From an optimization exercise on the open Yosys and OpenROAD flow, aimed at small area; shortcuts taken in it are not production practice.
Only simulation tests tie the RTL to the original design; equivalence was not proved.
Power and IR drop assume default switching activity.

==> run a <==
## regfile_scoreboard
module regfile_scoreboard #(
    parameter int unsigned WIDTH    = 32,
    parameter int unsigned DEPTH    = 32,
    parameter int unsigned ZERO_REG = 1
) (
    input  logic                       clock,
    input  logic                       reset,
    input  logic                       clear,
    input  logic [$clog2(DEPTH)-1:0]   rd_sel1,
    input  logic [$clog2(DEPTH)-1:0]   rd_sel2,
    output logic [WIDTH-1:0]           rd_data1,
    output logic [WIDTH-1:0]           rd_data2,
    output logic                       rd_busy1,
    output logic                       rd_busy2,
    input  logic                       we,
    input  logic [$clog2(DEPTH)-1:0]   wr_sel,
    input  logic [WIDTH-1:0]           wr_data,
    input  logic                       claim,
    input  logic [$clog2(DEPTH)-1:0]   claim_sel,
    output logic [$clog2(DEPTH):0]     busy_count
);
==> module regfile_scoreboard, before the edit <==
module regfile_scoreboard #(
    parameter int unsigned WIDTH    = 32,
    parameter int unsigned DEPTH    = 32,
    parameter int unsigned ZERO_REG = 1
) (
    input  logic                       clock,
    input  logic                       reset,
    input  logic                       clear,
    input  logic [$clog2(DEPTH)-1:0]   rd_sel1,
    input  logic [$clog2(DEPTH)-1:0]   rd_sel2,
    output logic [WIDTH-1:0]           rd_data1,
    output logic [WIDTH-1:0]           rd_data2,
    output logic                       rd_busy1,
    output logic                       rd_busy2,
    input  logic                       we,
    input  logic [$clog2(DEPTH)-1:0]   wr_sel,
    input  logic [WIDTH-1:0]           wr_data,
    input  logic                       claim,
    input  logic [$clog2(DEPTH)-1:0]   claim_sel,
    output logic [$clog2(DEPTH):0]     busy_count
);
    localparam int unsigned AW = $clog2(DEPTH);
    localparam int unsigned CW = AW + 1;
    localparam int unsigned LO = (ZERO_REG != 0) ? 1 : 0;
    logic [WIDTH-1:0] r_data [DEPTH];
    logic [DEPTH-1:0] r_valid;
    logic [DEPTH-1:0] r_busy;
    logic [DEPTH-1:0] w_wdec;    
    logic [DEPTH-1:0] w_cdec;    
    logic [DEPTH-1:0] w_rsel1;   
    logic [DEPTH-1:0] w_rsel2;
    logic [DEPTH-1:0] w_bsel1;   
    logic [DEPTH-1:0] w_bsel2;
    always_comb begin
        for (int unsigned i = 0; i < DEPTH; i++) begin
            w_wdec[i]  = (i >= LO) && we    && (wr_sel    == AW'(i));
            w_cdec[i]  = (i >= LO) && claim && (claim_sel == AW'(i));
            w_bsel1[i] = (i >= LO) && (rd_sel1 == AW'(i));
            w_bsel2[i] = (i >= LO) && (rd_sel2 == AW'(i));
            w_rsel1[i] = w_bsel1[i] && r_valid[i];
            w_rsel2[i] = w_bsel2[i] && r_valid[i];
        end
    end
    for (genvar i = 0; i < DEPTH; i++) begin : g_data
        if (i >= LO) begin : g_reg
            always_ff @(posedge clock) begin
                if (w_wdec[i]) begin
                    r_data[i] <= wr_data;
                end
            end
        end else begin : g_zero
            assign r_data[i] = '0;
        end
    end
    always_ff @(posedge clock or posedge reset) begin
        if (reset) begin
            r_valid <= '0;
        end else if (clear) begin
            r_valid <= '0;
        end else begin
            r_valid <= r_valid | w_wdec;
        end
    end
    always_ff @(posedge clock or posedge reset) begin
        if (reset) begin
            r_busy <= '0;
        end else if (clear) begin
            r_busy <= '0;
        end else begin
            r_busy <= (r_busy & ~w_wdec) | w_cdec;
        end
    end
    always_comb begin
        busy_count = '0;
        for (int unsigned i = 0; i < DEPTH; i++) begin
            busy_count = busy_count + CW'(r_busy[i]);
        end
    end
    always_comb begin
        rd_data1 = '0;
        rd_data2 = '0;
        rd_busy1 = 1'b0;
        rd_busy2 = 1'b0;
        for (int unsigned i = 0; i < DEPTH; i++) begin
            rd_data1 = rd_data1 | ({WIDTH{w_rsel1[i]}} & r_data[i]);
            rd_data2 = rd_data2 | ({WIDTH{w_rsel2[i]}} & r_data[i]);
            rd_busy1 = rd_busy1 | (w_bsel1[i] & r_busy[i]);
            rd_busy2 = rd_busy2 | (w_bsel2[i] & r_busy[i]);
        end
    end
endmodule
clock: 8.0 ns
lec_check: 0
cap_margin: 20
core_margin: 2
core_utilization: 30
place_density: 0.4
slew_margin: 20
run.sh (not shown) runs the stock make flow with config.mk's settings and CLKGATE_MAP_FILE= SYNTH_SCRIPT=/design/flow/synth_recipe.tcl, a recipe that flattens the netlist after the stock synthesis.
==> run b: changes against run a <==
--- a/flow/design.v
+++ b/flow/design.v
@@ -72,20 +72,49 @@
     end
+    localparam int unsigned NW = $clog2(DEPTH - LO + 1);
+    logic [NW-1:0] w_count;
     always_comb begin
-        busy_count = '0;
-        for (int unsigned i = 0; i < DEPTH; i++) begin
-            busy_count = busy_count + CW'(r_busy[i]);
+        w_count = '0;
+        for (int unsigned i = LO; i < DEPTH; i++) begin
+            w_count = w_count + NW'(r_busy[i]);
         end
     end
-    always_comb begin
-        rd_data1 = '0;
-        rd_data2 = '0;
-        rd_busy1 = 1'b0;
-        rd_busy2 = 1'b0;
-        for (int unsigned i = 0; i < DEPTH; i++) begin
-            rd_data1 = rd_data1 | ({WIDTH{w_rsel1[i]}} & r_data[i]);
-            rd_data2 = rd_data2 | ({WIDTH{w_rsel2[i]}} & r_data[i]);
-            rd_busy1 = rd_busy1 | (w_bsel1[i] & r_busy[i]);
-            rd_busy2 = rd_busy2 | (w_bsel2[i] & r_busy[i]);
+    assign busy_count = CW'(w_count);
+    for (genvar b = 0; b < WIDTH; b++) begin : g_rd
+        logic [DEPTH-1:0] w_col;
+        for (genvar i = 0; i < DEPTH; i++) begin : g_col
+            assign w_col[i] = r_data[i][b];
         end
+        regfile_scoreboard_rdsel #(.N(DEPTH-LO)) u_rd1 (
+            .sel(w_rsel1[DEPTH-1:LO]), .d(w_col[DEPTH-1:LO]), .y(rd_data1[b]));
+        regfile_scoreboard_rdsel #(.N(DEPTH-LO)) u_rd2 (
+            .sel(w_rsel2[DEPTH-1:LO]), .d(w_col[DEPTH-1:LO]), .y(rd_data2[b]));
     end
+    assign rd_busy1 = r_busy[rd_sel1];
+    assign rd_busy2 = r_busy[rd_sel2];
 endmodule
+module regfile_scoreboard_rdsel #(
+    parameter int unsigned N = 31
+) (
+    input  logic [N-1:0] sel,
+    input  logic [N-1:0] d,
+    output logic         y
+);
+    localparam int unsigned NF = N / 3;           
+    localparam int unsigned NR = N - 3 * NF;      
+    localparam int unsigned NG = NF + ((NR != 0) ? 1 : 0);
+    logic [NG-1:0] w_n;    
+    for (genvar g = 0; g < NF; g++) begin : g_grp
+        regfile_scoreboard_aoi3 u_g (.sel(sel[3*g +: 3]), .d(d[3*g +: 3]), .yn(w_n[g]));
+    end
+    if (NR != 0) begin : g_rest
+        assign w_n[NG-1] = ~|(sel[N-1:3*NF] & d[N-1:3*NF]);
+    end
+    assign y = ~&w_n;
+endmodule
+module regfile_scoreboard_aoi3 (
+    input  logic [2:0] sel,
+    input  logic [2:0] d,
+    output logic       yn
+);
+    assign yn = ~|(sel & d);
+endmodule
==> flow/flow/run.sh (new file) <==
#!/bin/bash
# Standard ORFS layout with two changes: the clock tree is built without dummy
# loads, from clkbuf_8 leaf buffers each driving a cluster of up to 16
# flip-flops, and the port buffers are buf_1 cells.
set -euo pipefail
bash standard.sh \
  "CTS_ARGS=-sink_clustering_enable -repair_clock_nets -dont_use_dummy_load -sink_clustering_size 16 -sink_clustering_max_diameter 60 -buf_list {sky130_fd_sc_hd__clkbuf_8}" \
  "BUFFER_PORTS_ARGS=-buffer_cell sky130_fd_sc_hd__buf_1" \
  finish > standard_flow.log 2>&1
==> flow/standard.sh (new file) <==
#!/bin/bash
# synth_recipe.tcl (not shown) runs the flow's synth.tcl, then flattens the netlist and writes it again
# the make line also repeats each setting of config.mk as NAME=value (left out here)
make -C /OpenROAD-flow-scripts/flow DESIGN_CONFIG=/design/flow/config.mk WORK_HOME=/design/flow/orfs CLKGATE_MAP_FILE= SYNTH_SCRIPT=/design/flow/synth_recipe.tcl "${@:-finish}"
--- a/flow/config.mk
+++ b/flow/config.mk
@@ -7,6 +7,8 @@
 export LEC_CHECK = 0
-export CAP_MARGIN = 20
+export CAP_MARGIN = 10
 export CORE_MARGIN = 2
-export CORE_UTILIZATION = 30
-export PLACE_DENSITY = 0.4
-export SLEW_MARGIN = 20
+export CORE_UTILIZATION = 65
+export CTS_BUF_LIST = sky130_fd_sc_hd__clkbuf_4 sky130_fd_sc_hd__clkbuf_8
+export PLACE_DENSITY = 0.75
+export SLEW_MARGIN = 10
+export SYNTH_HIERARCHICAL = 1
removed: flow/run.sh
==> run c: changes against run a <==
==> flow/design.v (replaced) <==
module regfile_scoreboard #(
    parameter int unsigned WIDTH    = 32,
    parameter int unsigned DEPTH    = 32,
    parameter int unsigned ZERO_REG = 1
) (
    input  logic                       clock,
    input  logic                       reset,
    input  logic                       clear,
    input  logic [$clog2(DEPTH)-1:0]   rd_sel1,
    input  logic [$clog2(DEPTH)-1:0]   rd_sel2,
    output logic [WIDTH-1:0]           rd_data1,
    output logic [WIDTH-1:0]           rd_data2,
    output logic                       rd_busy1,
    output logic                       rd_busy2,
    input  logic                       we,
    input  logic [$clog2(DEPTH)-1:0]   wr_sel,
    input  logic [WIDTH-1:0]           wr_data,
    input  logic                       claim,
    input  logic [$clog2(DEPTH)-1:0]   claim_sel,
    output logic [$clog2(DEPTH):0]     busy_count
);
    localparam int unsigned AW = $clog2(DEPTH);
    localparam int unsigned CW = AW + 1;
    logic [WIDTH-1:0] r_regs [DEPTH];
    logic [DEPTH-1:0] r_busy;
    logic [CW-1:0]    r_busy_count;
    logic             w_we_ok;
    logic             w_claim_ok;
    logic [DEPTH-1:0] w_busy_nxt;
    logic [CW-1:0]    w_count_nxt;
    assign w_we_ok    = we    && !((ZERO_REG != 0) && (wr_sel    == AW'(0)));
    assign w_claim_ok = claim && !((ZERO_REG != 0) && (claim_sel == AW'(0)));
    always_comb begin
        w_busy_nxt = r_busy;
        if (w_we_ok) begin
            w_busy_nxt[wr_sel] = 1'b0;
        end
        if (w_claim_ok) begin
            w_busy_nxt[claim_sel] = 1'b1;
        end
        if (clear) begin
            w_busy_nxt = '0;
        end
    end
    always_comb begin
        w_count_nxt = '0;
        for (int unsigned i = 0; i < DEPTH; i++) begin
            w_count_nxt = w_count_nxt + CW'(w_busy_nxt[i]);
        end
    end
    always_ff @(posedge clock or posedge reset) begin
        if (reset) begin
            for (int unsigned i = 0; i < DEPTH; i++) begin
                r_regs[i] <= '0;
            end
        end else if (clear) begin
            for (int unsigned i = 0; i < DEPTH; i++) begin
                r_regs[i] <= '0;
            end
        end else if (w_we_ok) begin
            r_regs[wr_sel] <= wr_data;
        end
    end
    always_ff @(posedge clock or posedge reset) begin
        if (reset) begin
            r_busy       <= '0;
            r_busy_count <= '0;
        end else begin
            r_busy       <= w_busy_nxt;
            r_busy_count <= w_count_nxt;
        end
    end
    assign busy_count = r_busy_count;
    always_comb begin
        rd_data1 = r_regs[rd_sel1];
        rd_busy1 = r_busy[rd_sel1];
        if (((ZERO_REG != 0) && (rd_sel1 == AW'(0))) || reset) begin
            rd_data1 = '0;
            rd_busy1 = 1'b0;
        end
    end
    always_comb begin
        rd_data2 = r_regs[rd_sel2];
        rd_busy2 = r_busy[rd_sel2];
        if (((ZERO_REG != 0) && (rd_sel2 == AW'(0))) || reset) begin
            rd_data2 = '0;
            rd_busy2 = 1'b0;
        end
    end
endmodule
==> results.py <==
metrics = {
    "finish": {
        "clk_share": 0.0683,
        "n_all_inverters": 60,
    },
    "placement": {
        "port_buffers": 128,
    },
    "yosys": {
        "synth_edf_count": 0,
    },
    "clock_network": {
        "clkTransAtPathRegs_ns": 0.06,
        "cts.sinks": 1030,
    },
    "outcome": {
        "status": "timing/DRC/antenna clean",
    },
    "routing": {
        "firstDrtPassIters": 9,
    },
    "setup_path": {
        "crit_path_end_kind": "register",
    },
    "sta": {
        "slew_headroom": 0.139,
    },
    "power": {
        "seq-power_uw": 5300,
    },
}
# the run above: run c

==> results.py <==
metrics = {
    "outcome": {
        "status": "timing/DRC/antenna clean",
    },
    "yosys": {
        "yosys.area_share.simple": 0.105,
    },
    "setup_path": {
        "crit_path_end_kind": "primary output",
        "critPathLaunchType": "register",
    },
    "routing": {
        "firstDrtPassIters": 12,
        "vias_per_cell": 6.91,
        "wirelength_mm": 262,
    },
    "flow_run": {
        "maxCapViolations": 0,
    },
    "clock_network": {
        "clkTransAtPathRegs_ns": 0.06,
        "cts.sinks": 1054,
    },
    "finish": {
        "clk_share": 0.0727,
    },
    "power": {
        "seq-power_uw": 6150,
    },
    "placement": {
        "port_buffers": 128,
    },
    "worst_hold_path": {
        "hp-start": "r_valid[7]$_DFF_PP0_",
    },
    "sta": {
        "slew_headroom": 0.129,
    },
}
# the run above: run a

==> results.py <==
metrics = {
    "outcome": {
        "status": "timing/DRC/antenna clean",
    },
    "clock_network": {
        "clkTransAtPathRegs_ns": 0.10,
    },
    "finish": {
        "n_all_inverters": 52,
        "clk_share": 0.0235,
    },
    "setup_path": {
        "crit_path_end_kind": "primary output",
    },
    "routing": {
        "firstDrtPassIters": 12,
    },
    "worst_hold_path": {
        "min_to": "r_valid[18]$_DFF_PP0_",
    },
    "yosys": {
        "ys_ff_latch": 1054,
        "synth_edf_count": 992,
        "synth_cells": 2399,
    },
    "placement": {
        "port_buffers": 127,
    },
    "sta": {
        "worst_slack_ns": 0.744,
        "slew_headroom": 0.0709,
    },
    "grt": {
        "grtUsageMet2": 0.660,
    },
    "power": {
        "intPower_uw": 7020,
    },
}
# the run above: run b


==> inputs of try-quartz <==
RTL: one of the versions met above, not the one the previous note started from.
Design regfile_scoreboard, start of the top module:
module regfile_scoreboard #(
    parameter int unsigned WIDTH    = 32,
    parameter int unsigned DEPTH    = 32,
    parameter int unsigned ZERO_REG = 1
) (
    input  logic                       clock,
    input  logic                       reset,
    input  logic                       clear,
    input  logic [$clog2(DEPTH)-1:0]   rd_sel1,
    input  logic [$clog2(DEPTH)-1:0]   rd_sel2,
    output logic [WIDTH-1:0]           rd_data1,
    output logic [WIDTH-1:0]           rd_data2,
    output logic                       rd_busy1,
    output logic                       rd_busy2,
    input  logic                       we,
    input  logic [$clog2(DEPTH)-1:0]   wr_sel,
    input  logic [WIDTH-1:0]           wr_data,
    input  logic                       claim,
    input  logic [$clog2(DEPTH)-1:0]   claim_sel,
    output logic [$clog2(DEPTH):0]     busy_count
);
==> module regfile_scoreboard, before the edit <==
module regfile_scoreboard #(
    parameter int unsigned WIDTH    = 32,
    parameter int unsigned DEPTH    = 32,
    parameter int unsigned ZERO_REG = 1
) (
    input  logic                       clock,
    input  logic                       reset,
    input  logic                       clear,
    input  logic [$clog2(DEPTH)-1:0]   rd_sel1,
    input  logic [$clog2(DEPTH)-1:0]   rd_sel2,
    output logic [WIDTH-1:0]           rd_data1,
    output logic [WIDTH-1:0]           rd_data2,
    output logic                       rd_busy1,
    output logic                       rd_busy2,
    input  logic                       we,
    input  logic [$clog2(DEPTH)-1:0]   wr_sel,
    input  logic [WIDTH-1:0]           wr_data,
    input  logic                       claim,
    input  logic [$clog2(DEPTH)-1:0]   claim_sel,
    output logic [$clog2(DEPTH):0]     busy_count
);
    localparam int unsigned AW = $clog2(DEPTH);
    localparam int unsigned CW = AW + 1;
    localparam int unsigned LO = (ZERO_REG != 0) ? 1 : 0;
    logic [WIDTH-1:0] r_data [DEPTH];
    logic [DEPTH-1:0] r_valid;
    logic [DEPTH-1:0] r_busy;
    logic [DEPTH-1:0] w_wdec;    
    logic [DEPTH-1:0] w_cdec;    
    logic [DEPTH-1:0] w_rsel1;   
    logic [DEPTH-1:0] w_rsel2;
    logic [DEPTH-1:0] w_bsel1;   
    logic [DEPTH-1:0] w_bsel2;
    always_comb begin
        for (int unsigned i = 0; i < DEPTH; i++) begin
            w_wdec[i]  = (i >= LO) && we    && (wr_sel    == AW'(i));
            w_cdec[i]  = (i >= LO) && claim && (claim_sel == AW'(i));
            w_bsel1[i] = (i >= LO) && (rd_sel1 == AW'(i));
            w_bsel2[i] = (i >= LO) && (rd_sel2 == AW'(i));
            w_rsel1[i] = w_bsel1[i] && r_valid[i];
            w_rsel2[i] = w_bsel2[i] && r_valid[i];
        end
    end
    for (genvar i = 0; i < DEPTH; i++) begin : g_data
        if (i >= LO) begin : g_reg
            always_ff @(posedge clock) begin
                if (w_wdec[i]) begin
                    r_data[i] <= wr_data;
                end
            end
        end else begin : g_zero
            assign r_data[i] = '0;
        end
    end
    always_ff @(posedge clock or posedge reset) begin
        if (reset) begin
            r_valid <= '0;
        end else if (clear) begin
            r_valid <= '0;
        end else begin
            r_valid <= r_valid | w_wdec;
        end
    end
    always_ff @(posedge clock or posedge reset) begin
        if (reset) begin
            r_busy <= '0;
        end else if (clear) begin
            r_busy <= '0;
        end else begin
            r_busy <= (r_busy & ~w_wdec) | w_cdec;
        end
    end
    localparam int unsigned NW = $clog2(DEPTH - LO + 1);
    logic [NW-1:0] w_count;
    always_comb begin
        w_count = '0;
        for (int unsigned i = LO; i < DEPTH; i++) begin
            w_count = w_count + NW'(r_busy[i]);
        end
    end
    assign busy_count = CW'(w_count);
    for (genvar b = 0; b < WIDTH; b++) begin : g_rd
        logic [DEPTH-1:0] w_col;
        for (genvar i = 0; i < DEPTH; i++) begin : g_col
            assign w_col[i] = r_data[i][b];
        end
        regfile_scoreboard_rdsel #(.N(DEPTH-LO)) u_rd1 (
            .sel(w_rsel1[DEPTH-1:LO]), .d(w_col[DEPTH-1:LO]), .y(rd_data1[b]));
        regfile_scoreboard_rdsel #(.N(DEPTH-LO)) u_rd2 (
            .sel(w_rsel2[DEPTH-1:LO]), .d(w_col[DEPTH-1:LO]), .y(rd_data2[b]));
    end
    assign rd_busy1 = r_busy[rd_sel1];
    assign rd_busy2 = r_busy[rd_sel2];
endmodule
==> flow/config.mk <==
export PLATFORM = sky130hd
export DESIGN_NAME = regfile_scoreboard
export DESIGN_NICKNAME = regfile_scoreboard
export VERILOG_FILES = /design/flow/design.v
export SDC_FILE = /design/flow/constraint.sdc
export NUM_CORES = 4
export LEC_CHECK = 0
export CAP_MARGIN = 0
export CORE_MARGIN = 2
export CORE_UTILIZATION = 65
export CTS_BUF_LIST = sky130_fd_sc_hd__clkbuf_4 sky130_fd_sc_hd__clkbuf_8
export PLACE_DENSITY = 0.75
export SLEW_MARGIN = 0
export SYNTH_HIERARCHICAL = 1
==> flow/constraint.sdc <==
create_clock -name core_clock -period 8.0 [get_ports {clock}]
set_input_delay 1.6000 -clock core_clock [delete_from_list [all_inputs] [get_ports {clock}]]
set_output_delay 1.6000 -clock core_clock [all_outputs]
set_load 0.01 [all_outputs]
standard.sh (not shown) runs the stock make flow with config.mk's settings and CLKGATE_MAP_FILE= SYNTH_SCRIPT=/design/flow/synth_recipe.tcl, a recipe that flattens the netlist after the stock synthesis.
==> flow/flow/run.sh <==
#!/bin/bash
# Standard ORFS layout with two changes: the clock tree is built without dummy
# loads, from clkbuf_8 leaf buffers each driving a cluster of up to 16
# flip-flops, and the port buffers are buf_1 cells.
set -euo pipefail
bash standard.sh \
  "CTS_ARGS=-sink_clustering_enable -repair_clock_nets -dont_use_dummy_load -sink_clustering_size 16 -sink_clustering_max_diameter 60 -buf_list {sky130_fd_sc_hd__clkbuf_8}" \
  "BUFFER_PORTS_ARGS=-buffer_cell sky130_fd_sc_hd__buf_1" \
  finish > standard_flow.log 2>&1
==> try-willow: changes against try-quartz <==
--- a/flow/design.v
+++ b/flow/design.v
@@ -90,6 +90,8 @@
             .sel(w_rsel2[DEPTH-1:LO]), .d(w_col[DEPTH-1:LO]), .y(rd_data2[b]));
     end
-    assign rd_busy1 = r_busy[rd_sel1];
-    assign rd_busy2 = r_busy[rd_sel2];
+    regfile_scoreboard_rdsel #(.N(DEPTH-LO)) u_busy1 (
+        .sel(w_bsel1[DEPTH-1:LO]), .d(r_busy[DEPTH-1:LO]), .y(rd_busy1));
+    regfile_scoreboard_rdsel #(.N(DEPTH-LO)) u_busy2 (
+        .sel(w_bsel2[DEPTH-1:LO]), .d(r_busy[DEPTH-1:LO]), .y(rd_busy2));
 endmodule
 module regfile_scoreboard_rdsel #(
==> flow/flow/run.sh (replaced) <==
#!/bin/bash
# Standard ORFS layout with two changes: the clock tree is built without dummy
# loads from small clock buffers, and the port buffers are buf_2 cells.
set -euo pipefail
bash standard.sh \
  "CTS_ARGS=-sink_clustering_enable -repair_clock_nets -dont_use_dummy_load -buf_list {sky130_fd_sc_hd__clkbuf_4 sky130_fd_sc_hd__clkbuf_8}" \
  "BUFFER_PORTS_ARGS=-buffer_cell sky130_fd_sc_hd__buf_2" \
  finish > standard_flow.log 2>&1
Settings changed: CAP_MARGIN 0 to 10, CORE_UTILIZATION 65 to 55, PLACE_DENSITY 0.75 to 0.65, SLEW_MARGIN 0 to 10.
==> summary of the runs <==
In try-willow the combinational power is larger than in try-quartz, by 10%.
In try-willow the worst setup slack is lower than in try-quartz, by 250 ps.
Area after synthesis: try-quartz is lower than try-willow (0.51%).
try-quartz passed the timing, design-rule and antenna checks. try-willow ran to the end with no violations.
In sequential cell count, try-quartz and try-willow do not differ.
Of try-willow and try-quartz, try-willow has the higher via count (gap 5.8%, measured against try-quartz).
Count of clock-buffer cells in the layout: try-quartz is lower than try-willow (91).
In try-willow the first-iteration DRC count is smaller than in try-quartz, by about 0.36%.
In try-willow the critical path depth is lower than in try-quartz, by 1.
Register-to-register slack is about the same in try-willow and try-quartz.

## separate check: timing with driven ports
No port has a modelled driver above. Below, the same layouts with a new extraction and two added sets of constraints.
Step 1 (the two cells are an assumption about what drives the block):
set clk [get_ports {clock}]
set_driving_cell -lib_cell sky130_fd_sc_hd__clkbuf_16 $clk
set_driving_cell -lib_cell sky130_fd_sc_hd__buf_2 [delete_from_list [all_inputs] $clk]
Step 2 moves the port delays by t, midway between the first and last clock arrival at a register: inputs arrive t later, outputs are due t later. That takes back most of the time a late clock gives input paths.
a / b / c = ideal / step 1 / step 2; a / b = the first two.
| run | shift t [ns] | setup WS [ns] | worst data-port slew with drivers (ns) |
|---|---|---|---|
| run a | 0.829 | 0.395 / 0.316 / 0.349 | 0.18 |
| run b | 0.764 | 0.744 / 0.676 / 1.364 | 0.19 |
| run c | 0.898 | 0.550 / 0.613 / -0.285 | 0.18 |
| try-quartz | 0.758 | 0.744 / 0.679 / 1.372 | 0.17 |
| try-willow | 0.871 | 0.490 / 0.422 / 1.293 | 0.15 |
Met with ideal ports but missed after step 2: setup timing in run c. The setup slack of run c, which loses most, moves by +0.063 ns with the drivers and by -0.835 ns with both steps.
